This design comes from an exercise in tuning for a short achievable clock period and few clock cycles on the open sky130 flow, not from production work. At most, simulation tests tie the RTL to the original design; equivalence was not proved. Power is estimated from default activity; no workload was simulated.

==> run a <==
==> flow/design.v <==
module core_top (
    input  logic        clock,
    input  logic        reset_ALUop_2_3,
    output logic [15:0] pc_addr,
    input  logic [15:0] inst,
    output logic [15:0] mem_addr,
    output logic [15:0] mem_write_data,
    output logic        mem_write,
    input  logic [15:0] mem_read_data
);
    logic [15:0] pc;
    logic [15:0] regs [1:7];    
    logic        e_we;          
    logic        e_ld;          
    logic        e_st;          
    logic [2:0]  e_dest;
    logic [15:0] e_b;           
    logic [15:0] e_x;           
    logic [15:0] e_s;           
    logic        e_byp_b;       
    logic        e_byp_x;       
    logic        e_byp_s;       
    logic        e_byp;         
    logic        e_inv;         
    logic        e_cin;
    logic        e_add, e_and, e_or, e_xor, e_sll, e_srl;
    logic [3:0]  e_shamt;
    logic        m_ld;
    logic [2:0]  m_dest;
    logic [1:0]  cls;
    logic [2:0]  ra, rb;
    logic [3:0]  funct;
    logic [15:0] imm;
    logic        is_ld, is_st, is_li, is_rop;
    logic        f_add, f_sub, f_and, f_or, f_xor, f_sll, f_srl, f_ok;
    assign cls   = inst[15:14];
    assign ra    = inst[13:11];
    assign rb    = inst[10:8];
    assign funct = inst[7:4];
    assign imm   = {{8{inst[7]}}, inst[7:0]};
    assign is_ld  = (cls == 2'b00);
    assign is_st  = (cls == 2'b01);
    assign is_li  = (cls == 2'b10);
    assign is_rop = (cls == 2'b11);
    assign f_add = (funct == 4'd0);
    assign f_sub = (funct == 4'd1);
    assign f_and = (funct == 4'd2);
    assign f_or  = (funct == 4'd3);
    assign f_xor = (funct == 4'd4);
    assign f_sll = (funct == 4'd8);
    assign f_srl = (funct == 4'd9);
    assign f_ok  = f_add | f_sub | f_and | f_or | f_xor | f_sll | f_srl;
    logic [15:0] res;           
    logic [15:0] rf_a, rf_b;
    logic        hit_e_a, hit_e_b, hit_l_a, hit_l_b, hit_m_a, hit_m_b;
    logic [15:0] va, vb;
    assign rf_a = (ra == 3'd0) ? 16'd0 : regs[ra];
    assign rf_b = (rb == 3'd0) ? 16'd0 : regs[rb];
    assign hit_e_a = e_we && (e_dest == ra);
    assign hit_e_b = e_we && (e_dest == rb);
    assign hit_l_a = e_ld && (e_dest == ra);
    assign hit_l_b = e_ld && (e_dest == rb);
    assign hit_m_a = m_ld && (m_dest == ra);
    assign hit_m_b = m_ld && (m_dest == rb);
    assign va = hit_e_a ? res : hit_m_a ? mem_read_data : rf_a;
    assign vb = hit_e_b ? res : hit_m_b ? mem_read_data : rf_b;
    always_ff @(posedge clock or posedge reset_ALUop_2_3) begin
        if (reset_ALUop_2_3) begin
            pc   <= 16'd0;
            e_we <= 1'b0;
            e_ld <= 1'b0;
            e_st <= 1'b0;
        end else begin
            pc   <= pc + 16'd1;
            e_we <= (is_li || (is_rop && f_ok)) && (rb != 3'd0);
            e_ld <= is_ld && (ra != 3'd0);
            e_st <= is_st;
        end
    end
    always_ff @(posedge clock) begin
        e_dest  <= is_ld ? ra : rb;
        e_b     <= is_li ? 16'd0 : vb;
        e_x     <= (is_rop && !f_sub) ? va : (is_rop ? ~va : imm);
        e_s     <= va;
        e_byp_b <= hit_l_b && !is_li;
        e_byp_x <= hit_l_a && is_rop;
        e_byp_s <= hit_l_a && is_st;
        e_byp   <= (hit_l_b && !is_li) || (hit_l_a && is_rop);
        e_inv   <= is_rop && f_sub;
        e_cin   <= is_rop && f_sub;
        e_add   <= !is_rop || f_add || f_sub;
        e_and   <= is_rop && f_and;
        e_or    <= is_rop && f_or;
        e_xor   <= is_rop && f_xor;
        e_sll   <= is_rop && f_sll;
        e_srl   <= is_rop && f_srl;
        e_shamt <= inst[3:0];
    end
    logic [15:0] bb, xb, sum_m, sum_b, sum, other;
    assign bb = e_byp_b ? mem_read_data : e_b;
    assign xb = e_byp_x ? (e_inv ? ~mem_read_data : mem_read_data) : e_x;
    logic [16:0] sum_m17, sum_b17;
    assign sum_m17 = {e_b, 1'b1} + {e_x, e_cin};    
    assign sum_b17 = {bb, 1'b1} + {xb, e_cin};
    assign sum_m   = sum_m17[16:1];
    assign sum_b   = sum_b17[16:1];
    assign sum   = e_byp ? sum_b : sum_m;
    assign other = ({16{e_and}} & (bb & xb)) |
                   ({16{e_or}}  & (bb | xb)) |
                   ({16{e_xor}} & (bb ^ xb)) |
                   ({16{e_sll}} & (bb << e_shamt)) |
                   ({16{e_srl}} & (bb >> e_shamt));
    assign res = e_add ? sum : other;
    always_ff @(posedge clock or posedge reset_ALUop_2_3) begin
        if (reset_ALUop_2_3) begin
            for (int i = 1; i < 8; i++) regs[i] <= 16'd0;
        end else begin
            for (int i = 1; i < 8; i++) begin
                if (e_we && (e_dest == 3'(i)))
                    regs[i] <= res;
                else if (m_ld && (m_dest == 3'(i)))
                    regs[i] <= mem_read_data;
            end
        end
    end
    always_ff @(posedge clock or posedge reset_ALUop_2_3) begin
        if (reset_ALUop_2_3) begin
            mem_write <= 1'b0;
            m_ld      <= 1'b0;
        end else begin
            mem_write <= e_st;
            m_ld      <= e_ld;
        end
    end
    always_ff @(posedge clock) begin
        m_dest         <= e_dest;
        mem_addr       <= sum;
        mem_write_data <= e_byp_s ? mem_read_data : e_s;
    end
    assign pc_addr = pc;
endmodule
==> flow/run.sh <==
#!/bin/bash
# synth_recipe.tcl (not shown) runs the flow's synth.tcl, then flattens the netlist and writes it again
# the make line also repeats each setting of config.mk as NAME=value (left out here)
make -C /OpenROAD-flow-scripts/flow DESIGN_CONFIG=/design/flow/config.mk WORK_HOME=/design/flow/orfs CLKGATE_MAP_FILE= SYNTH_SCRIPT=/design/flow/synth_recipe.tcl finish
==> flow/config.mk <==
export PLATFORM = sky130hd
export DESIGN_NAME = core_top
export DESIGN_NICKNAME = core_top
export VERILOG_FILES = /design/flow/design.v
export SDC_FILE = /design/flow/constraint.sdc
export NUM_CORES = 4
export LEC_CHECK = 0
export ABC_CLOCK_PERIOD_IN_PS = 1500
export CAP_MARGIN = 20
export CORE_MARGIN = 2
export CORE_UTILIZATION = 40
export SETUP_SLACK_MARGIN = 2.5
export SLEW_MARGIN = 20
==> flow/constraint.sdc <==
create_clock -name core_clock -period 4.5 [get_ports {clock}]
set_input_delay 0.9000 -clock core_clock [delete_from_list [all_inputs] [get_ports {clock}]]
set_output_delay 0.9000 -clock core_clock [all_outputs]
set_load 0.01 [all_outputs]
==> run b: changes against run a <==
--- a/flow/design.v
+++ b/flow/design.v
@@ -99,11 +99,8 @@
     logic [15:0] bb, xb, sum_m, sum_b, sum, other;
     assign bb = e_byp_b ? mem_read_data : e_b;
     assign xb = e_byp_x ? (e_inv ? ~mem_read_data : mem_read_data) : e_x;
-    logic [16:0] sum_m17, sum_b17;
-    assign sum_m17 = {e_b, 1'b1} + {e_x, e_cin};    
-    assign sum_b17 = {bb, 1'b1} + {xb, e_cin};
-    assign sum_m   = sum_m17[16:1];
-    assign sum_b   = sum_b17[16:1];
+    assign sum_m = e_b + e_x + {15'd0, e_cin};
+    assign sum_b = bb + xb + {15'd0, e_cin};
     assign sum   = e_byp ? sum_b : sum_m;
     assign other = ({16{e_and}} & (bb & xb)) |
                    ({16{e_or}}  & (bb | xb)) |
==> flow/config.mk (replaced) <==
export PLATFORM = sky130hd
export DESIGN_NAME = core_top
export DESIGN_NICKNAME = core_top
export VERILOG_FILES = /design/flow/design.v
export SDC_FILE = /design/flow/constraint.sdc
export NUM_CORES = 4
export LEC_CHECK = 0
export CAP_MARGIN = 20
export CORE_MARGIN = 2
export CORE_UTILIZATION = 40
export SLEW_MARGIN = 20
==> summary of the runs <==
- Between run b and run a, the lower register-to-register slack is in run b (gap 0.28 ns).
- Between run a and run b, the lower non-clock buffer count is in run b (gap 108).
- In run a the sequential share of layout area is lower than in run b, by 2.9 points.
- Between run b and run a, the lower core utilization is in run b (gap 6.0 points).
- Against run a, the clock-buffer cell count of run b is higher by 7.
==> figures <==
| quantity | run b | run a |
|---|---|---|
| Run status | complete, no violations | complete, no violations |
| Met2 wire len | 27900 µm | 31400 µm |
| Global routing usage on met1 | 34.7% | 36.6% |
| Share of post-route cells with drive strength above 1 | 16.2% | 34.0% |
| Per-cell routed wire length | 23.4 µm | 24.7 µm |
| Layout-to-synthesis area ratio | 1.161x | 1.314x |
| Synthesized netlist net count | 1959 | 1993 |
| Number of vias in the routed layout | 14914 | 16271 |
| Cts repair resizes | 0 | 398 |
| Required time at the worst-slack endpoint | 4.97 ns | 4.98 ns |
| Adder and majority gate portion of the synthesized area | 4.00% | 3.86% |
| Power after layout | 9.66 mW | 11.2 mW |
Testbench counts of run a, summed over its fixed seeds: cycles 19,632.
No functional check of the RTL was part of run b.

==> v7: inputs <==
Another version of the RTL of core_top (not shown whole).
make LEC_CHECK=0 ABC_CLOCK_PERIOD_IN_PS=2000 CAP_MARGIN=20 CORE_MARGIN=2 CORE_UTILIZATION=25 PLACE_DENSITY=0.4 SETUP_SLACK_MARGIN=2.6 SLEW_MARGIN=20 SYNTH_HIERARCHICAL=1 SYNTH_MINIMUM_KEEP_SIZE=0 finish   # period 4.5 ns
run.sh (not shown) runs the stock make flow with config.mk's settings and CLKGATE_MAP_FILE= SYNTH_SCRIPT=/design/flow/synth_recipe.tcl, a recipe that flattens the netlist after the stock synthesis.
==> inputs of v2, as changes to v7 <==
--- a/flow/design.v
+++ b/flow/design.v
@@ -259,24 +259,24 @@
         input        sm, input sb, input sx,
         input [15:0] pm, input [15:0] pb, input [15:0] px,
         input        fa, input fo, input fx, input [15:0] lpn, input [15:0] lgn,
         input        al, input [15:0] rl,
         input        as, input [15:0] rs, input a2, input [15:0] r2);
-        logic [15:0] tm, tb, tx, em, eb, ex, lg;
+        logic [15:0] tm, tb, tx, em, eb, ex;
         tm = pm ^ {16{tk}};
         tb = {pb[15:1] ^ {15{k}}, pb[0] ^ tk};
         tx = px ^ {16{tk}};
-        lg = ({16{fwd & fa & !k}} & ~lgn) | ({16{fwd & fa & k}} & lgn) |
+        em = ({16{!fwd}} & alt) |
+             ({16{fwd & fa & !k}} & ~lgn) | ({16{fwd & fa & k}} & lgn) |
              ({16{fwd & fo & !k}} & ~(lpn & lgn)) | ({16{fwd & fo & k}} & (lpn & lgn)) |
              ({16{fwd & fx & !k}} & ~lpn) | ({16{fwd & fx & k}} & lpn);
-        em = {16{!fwd}} & alt;
         eb = {16{fwd & al}} & (rl ^ {16{k}});
         ex = {16{fwd & as}} & (rs ^ {16{k}});
         hilo = {({16{fwd & sm}} & ~tm) | em, ({16{fwd & sm}} & tm) | em,
                 ({16{fwd & sb}} & ~tb) | eb, ({16{fwd & sb}} & tb) | eb,
                 ({16{fwd & sx}} & ~tx) | ex, ({16{fwd & sx}} & tx) | ex,
-                ~(({16{fwd & a2}} & (r2 ^ {16{k}})) | lg)};
+                ~({16{fwd & a2}} & (r2 ^ {16{k}}))};
     endfunction
     logic [111:0] hl_r, hl_b, hl_x, hl_xn;
     logic [15:0]  res, nb, nx, nxn;
     assign hl_r = hilo(1'b1, 1'b0, e_inv_r, 16'd0, e_sl_m, e_sl_b, e_sl_x, p_m, p_b, p_x,
                        e_and_m, e_or_m, e_xor_m, pn_l, gn_l,
--- a/flow/config.mk
+++ b/flow/config.mk
@@ -6,11 +6,11 @@
 export NUM_CORES = 4
 export LEC_CHECK = 0
 export ABC_CLOCK_PERIOD_IN_PS = 2000
 export CAP_MARGIN = 20
 export CORE_MARGIN = 2
-export CORE_UTILIZATION = 25
-export PLACE_DENSITY = 0.4
+export CORE_UTILIZATION = 30
+export PLACE_DENSITY = 0.5
 export SETUP_SLACK_MARGIN = 2.6
 export SLEW_MARGIN = 20
 export SYNTH_HIERARCHICAL = 1
 export SYNTH_MINIMUM_KEEP_SIZE = 0
==> inputs of v8, as changes to v7 <==
--- a/flow/design.v
+++ b/flow/design.v
@@ -259,24 +259,24 @@
         input        sm, input sb, input sx,
         input [15:0] pm, input [15:0] pb, input [15:0] px,
         input        fa, input fo, input fx, input [15:0] lpn, input [15:0] lgn,
         input        al, input [15:0] rl,
         input        as, input [15:0] rs, input a2, input [15:0] r2);
-        logic [15:0] tm, tb, tx, em, eb, ex, lg;
+        logic [15:0] tm, tb, tx, em, eb, ex;
         tm = pm ^ {16{tk}};
         tb = {pb[15:1] ^ {15{k}}, pb[0] ^ tk};
         tx = px ^ {16{tk}};
-        lg = ({16{fwd & fa & !k}} & ~lgn) | ({16{fwd & fa & k}} & lgn) |
+        em = ({16{!fwd}} & alt) |
+             ({16{fwd & fa & !k}} & ~lgn) | ({16{fwd & fa & k}} & lgn) |
              ({16{fwd & fo & !k}} & ~(lpn & lgn)) | ({16{fwd & fo & k}} & (lpn & lgn)) |
              ({16{fwd & fx & !k}} & ~lpn) | ({16{fwd & fx & k}} & lpn);
-        em = {16{!fwd}} & alt;
         eb = {16{fwd & al}} & (rl ^ {16{k}});
         ex = {16{fwd & as}} & (rs ^ {16{k}});
         hilo = {({16{fwd & sm}} & ~tm) | em, ({16{fwd & sm}} & tm) | em,
                 ({16{fwd & sb}} & ~tb) | eb, ({16{fwd & sb}} & tb) | eb,
                 ({16{fwd & sx}} & ~tx) | ex, ({16{fwd & sx}} & tx) | ex,
-                ~(({16{fwd & a2}} & (r2 ^ {16{k}})) | lg)};
+                ~({16{fwd & a2}} & (r2 ^ {16{k}}))};
     endfunction
     logic [111:0] hl_r, hl_b, hl_x, hl_xn;
     logic [15:0]  res, nb, nx, nxn;
     assign hl_r = hilo(1'b1, 1'b0, e_inv_r, 16'd0, e_sl_m, e_sl_b, e_sl_x, p_m, p_b, p_x,
                        e_and_m, e_or_m, e_xor_m, pn_l, gn_l,
==> notes <==
Maximum frequency is about the same in v7 and v8.
Synthesized area: v7 is lower than v2 (about 0.37%).
Final cell count, lowest first: v2, v7, v8.
Critical path depth: v8 < v7 < v2.
The highest first-iteration DRC count belongs to v2, the lowest to v7.
Flip-flop and latch count is the same in v2 and v8.
Register-to-register slack is about the same in v7 and v2.
Of v2 and v8, v8 has the higher via count (gap about 0.56%, measured against v8).
Testbench counts of v7, summed over its fixed seeds: cycles 19,680.
Testbench counts of v2, summed over its fixed seeds: cycles 19,680.
Testbench counts of v8, summed over its fixed seeds: cycles 19,680.

## afterwards: timing with drivers on the ports
In the flow no input, the clock included, has a driving cell. The finished layouts below were timed again as built, in two steps.
Step 1 sets driving cells, clkbuf_16 on the clock port and buf_2 on the other inputs (assumed; they add their load-dependent delay and slew).
Step 2 adds t to the input delays and takes it off the output delays; t is the mean of the earliest and latest rising clock arrival at the registers after step 1. Input paths then give back, and output paths get back, about the clock's delay inside the block.
a / b / c = ideal ports / drivers / drivers and shift; a / b = the first two.
run | t, ns | setup WS [ns] | worst setup path after step 2 | pins driven straight from the clock port
run a | 0.643 | 1.024 / 1.024 / 0.533 | input to register | 1
run b | 0.611 | 0.308 / 0.318 / -0.293 | input to register | 1
v7 | 0.717 | 2.170 / 2.021 / 1.304 | input to register | 1
v2 | 0.706 | 2.149 / 2.040 / 1.333 | input to register | 1
v8 | 0.746 | 2.175 / 2.099 / 1.438 | input to register | 1
Met with ideal ports but missed after step 2: setup timing in run b. For v7, which loses most, drivers alone change the setup slack by -0.149 ns; drivers and shift together by -0.866 ns.
